From an optimization exercise on the open Yosys and OpenROAD flow, aimed at small area, a short achievable clock period and few clock cycles per item; shortcuts taken in it are not production practice.
RTL that was checked went through simulation tests only; none was proved equivalent to the original.

==> inputs of 09-07 <==
// macc_control_top
module macc_control_top (
  input logic clk,
  input logic rst_n,
  input logic mac_begin,
  input logic acc_begin,
  input macc_pkg::len_t conv_len,
  input macc_pkg::filt_t filter_num,
  input macc_pkg::data_t weight_in,
  input macc_pkg::data_t ifmap_in,
  input macc_pkg::data_t external_psum,
  input macc_pkg::acc_t internal_psum,
  output logic mul_enable,
  output logic acc_enable,
  output macc_pkg::len_t cnt_a,
  output macc_pkg::filt_t cnt_b,
  output macc_pkg::acc_t accum_out,
  output logic psum_store,
  output logic mac_finish,
  output logic acc_finish
);
==> module operand_stage, before the edit <==
module operand_stage (
  input logic clk,
  input logic rst_n,
  input logic acc_enable,
  input logic issue_first,
  input logic issue_last,
  input logic issue_end,
  input macc_pkg::data_t weight_in,
  input macc_pkg::data_t ifmap_in,
  input macc_pkg::data_t external_psum,
  input macc_pkg::acc_t internal_psum,
  output logic keep_d,  
  output logic use_i_d,  
  output logic op_last,
  output logic op_end,
  output macc_pkg::data_t op_w,
  output logic [16:0] op_pp0,  
  output logic [7:0] op_one,  
  output logic [7:0] op_two,
  output logic [7:0] op_neg,
  output macc_pkg::acc_t op_i
);
  logic [1:0] acc_pipe;
  logic [1:0] first_pipe;
  logic [2:0] last_pipe;
  logic [2:0] end_pipe;
  logic pad_acc;  
  macc_pkg::data_t x;
  logic [16:0] xe;  
  macc_pkg::data_t w;
  logic one0;
  logic two0;
  logic [16:0] pp0;
  always_ff @(posedge clk or negedge rst_n) begin
    if (!rst_n) begin
      last_pipe <= '0;
      end_pipe <= '0;
    end else begin
      last_pipe <= {last_pipe[1:0], issue_last};
      end_pipe <= {end_pipe[1:0], issue_end};
    end
  end
  assign pad_acc = acc_pipe[1];
  assign keep_d = ~first_pipe[1];
  assign use_i_d = pad_acc;
  assign op_last = last_pipe[2];
  assign op_end = end_pipe[2];
  assign x = pad_acc ? macc_pkg::data_t'(1) : ifmap_in;
  assign xe = {x, 1'b0};
  assign w = pad_acc ? external_psum : weight_in;
  assign one0 = xe[1] ^ xe[0];
  assign two0 = (xe[2] & ~xe[1] & ~xe[0]) | (~xe[2] & xe[1] & xe[0]);
  always_comb begin
    for (int j = 0; j < 17; j++) begin
      pp0[j] = ((one0 & w[(j > 15) ? 15 : j]) | (two0 & ((j == 0) ? 1'b0 : w[(j > 16) ? 15 : j - 1]))) ^ xe[2];
    end
    pp0[16] = ~pp0[16];
  end
  assign op_i[15:0] = op_w;
  assign op_one[0] = 1'b0;
  assign op_two[0] = 1'b0;
  always_ff @(posedge clk) begin
    acc_pipe <= {acc_pipe[0], acc_enable};
    first_pipe <= {first_pipe[0], issue_first};
    op_w <= pad_acc ? internal_psum[15:0] : weight_in;
    op_pp0 <= pp0;
    op_neg[0] <= xe[2];
    op_i[35:16] <= internal_psum[35:16];
    for (int i = 1; i < 8; i++) begin
      op_one[i] <= xe[2*i+1] ^ xe[2*i];
      op_two[i] <= (xe[2*i+2] & ~xe[2*i+1] & ~xe[2*i]) | (~xe[2*i+2] & xe[2*i+1] & xe[2*i]);
      op_neg[i] <= xe[2*i+2];
    end
  end
endmodule
Settings: LEC_CHECK=0, CAP_MARGIN=20, CORE_MARGIN=2, CORE_UTILIZATION=60, CTS_CLUSTER_DIAMETER=100, CTS_CLUSTER_SIZE=25, SETUP_SLACK_MARGIN=4.2, SLEW_MARGIN=20, SYNTH_HIERARCHICAL=1, SYNTH_MINIMUM_KEEP_SIZE=0; clock period 7.0 ns.
standard.sh (not shown) runs the stock make flow with config.mk's settings and CLKGATE_MAP_FILE= SYNTH_SCRIPT=/design/flow/synth_recipe.tcl, a recipe that flattens the netlist after the stock synthesis.
==> flow/flow/run.sh <==
#!/bin/bash
# standard layout, with the port buffers made from the smallest plain buffer
set -euo pipefail
export BUFFER_PORTS_ARGS="-buffer_cell sky130_fd_sc_hd__buf_1"
bash standard.sh > standard_flow.log 2>&1
==> 11-05 (differences from 09-07) <==
--- a/flow/design.v
+++ b/flow/design.v
@@ -127,16 +127,15 @@
     end
     pp0[16] = ~pp0[16];
   end
-  assign op_i[15:0] = op_w;
   assign op_one[0] = 1'b0;
   assign op_two[0] = 1'b0;
   always_ff @(posedge clk) begin
     acc_pipe <= {acc_pipe[0], acc_enable};
     first_pipe <= {first_pipe[0], issue_first};
-    op_w <= pad_acc ? internal_psum[15:0] : weight_in;
+    op_w <= w;
     op_pp0 <= pp0;
     op_neg[0] <= xe[2];
-    op_i[35:16] <= internal_psum[35:16];
+    op_i <= internal_psum;
     for (int i = 1; i < 8; i++) begin
       op_one[i] <= xe[2*i+1] ^ xe[2*i];
       op_two[i] <= (xe[2*i+2] & ~xe[2*i+1] & ~xe[2*i]) | (~xe[2*i+2] & xe[2*i+1] & xe[2*i]);
Settings changed: ABC_AREA set to 1.
==> 05-06 (differences from 09-07) <==
--- a/flow/design.v
+++ b/flow/design.v
@@ -127,16 +127,15 @@
     end
     pp0[16] = ~pp0[16];
   end
-  assign op_i[15:0] = op_w;
   assign op_one[0] = 1'b0;
   assign op_two[0] = 1'b0;
   always_ff @(posedge clk) begin
     acc_pipe <= {acc_pipe[0], acc_enable};
     first_pipe <= {first_pipe[0], issue_first};
-    op_w <= pad_acc ? internal_psum[15:0] : weight_in;
+    op_w <= w;
     op_pp0 <= pp0;
     op_neg[0] <= xe[2];
-    op_i[35:16] <= internal_psum[35:16];
+    op_i <= internal_psum;
     for (int i = 1; i < 8; i++) begin
       op_one[i] <= xe[2*i+1] ^ xe[2*i];
       op_two[i] <= (xe[2*i+2] & ~xe[2*i+1] & ~xe[2*i]) | (~xe[2*i+2] & xe[2*i+1] & xe[2*i]);
Settings changed: SETUP_SLACK_MARGIN 4.2 to 4.3.
==> 07-09 (differences from 09-07) <==
--- a/flow/design.v
+++ b/flow/design.v
@@ -127,16 +127,15 @@
     end
     pp0[16] = ~pp0[16];
   end
-  assign op_i[15:0] = op_w;
   assign op_one[0] = 1'b0;
   assign op_two[0] = 1'b0;
   always_ff @(posedge clk) begin
     acc_pipe <= {acc_pipe[0], acc_enable};
     first_pipe <= {first_pipe[0], issue_first};
-    op_w <= pad_acc ? internal_psum[15:0] : weight_in;
+    op_w <= w;
     op_pp0 <= pp0;
     op_neg[0] <= xe[2];
-    op_i[35:16] <= internal_psum[35:16];
+    op_i <= internal_psum;
     for (int i = 1; i < 8; i++) begin
       op_one[i] <= xe[2*i+1] ^ xe[2*i];
       op_two[i] <= (xe[2*i+2] & ~xe[2*i+1] & ~xe[2*i]) | (~xe[2*i+2] & xe[2*i+1] & xe[2*i]);
Settings changed: CORE_UTILIZATION 60 to 70, PLACE_DENSITY set to 0.75.
==> run notes <==
| quantity | 11-05 | 07-09 | 05-06 | 09-07 |
|---|---|---|---|---|
| Result of the run | timing/DRC/antenna clean | timing/DRC/antenna clean | timing/DRC/antenna clean | timing/DRC/antenna clean |
| Worst clock skew | 24.2 ps | 16.3 ps | 19.1 ps | 10.3 ps |
| Share of cell area taken by flip-flops and latches | 0.257 | 0.306 | 0.294 | 0.290 |
| Proportion of final cell area spent on non-clock buffers | 0.0592 | 0.0696 | 0.0907 | 0.0706 |
| Layout clock buffers | 15 | 14 | 14 | 16 |
| Area after detailed placement | 17500 um^2 | 14400 um^2 | 14600 um^2 | 14300 um^2 |
| Number of placed instances, taps included | 3177 | 1634 | 1687 | 1667 |
| Core region area | 29500 um^2 | 20900 um^2 | 24200 um^2 | 24200 um^2 |
| Max incr delay on CP | 580 ps | 530 ps | 460 ps | 500 ps |
| Maximum number of pins on one net before global-route repair | 40 | 64 | 64 | 75 |
| Wire length of the first global-routing pass | 68000 um | 48100 um | 50200 um | 50000 um |
| GRT Overall Usage | 0.268 | 0.270 | 0.242 | 0.243 |
| Clock net sink count | 229 | 229 | 229 | 213 |
| Synthesized netlist cell count | 2804 | 1363 | 1363 | 1359 |
| Chip width | 177 um | 149 um | 161 um | 161 um |
Testbench counts of 11-05, summed over its fixed seeds: cycles 24,347, items 22,427.
Testbench counts of 05-06, summed over its fixed seeds: cycles 24,347, items 22,427.
Testbench counts of 07-09, summed over its fixed seeds: cycles 24,347, items 22,427.
Only the layout flow was run in 09-07; the RTL was not checked for function there.

what the ideal ports hide:
Ports are ideal in the flow. The routed layouts listed here were re-timed in OpenROAD. Step 1 assumes that a clkbuf_16 drives the clock port and a buf_2 every other input. Step 2 moves the port delays by t, midway between the first and last clock arrival at a register: inputs arrive t later, outputs are due t later. That takes back most of the time a late clock gives input paths. a / b / c = ideal ports / drivers / drivers and shift; a / b = the first two.
| run | t (ns) | setup WS [ns] | slew at the worst register clock pin (ns) |
|---|---|---|---|
| 09-07 | 0.530 | 4.249 / 4.249 / 3.987 | 0.10 / 0.10 |
| 11-05 | 0.554 | 4.240 / 4.240 / 4.240 | 0.10 / 0.10 |
| 05-06 | 0.533 | 4.240 / 4.240 / 3.957 | 0.10 / 0.10 |
| 07-09 | 0.522 | 4.229 / 4.229 / 3.944 | 0.09 / 0.09 |
After both steps every run listed still meets setup and hold. For 07-09, which loses most, drivers alone change the setup slack by 0.000 ns; drivers and shift together by -0.285 ns.
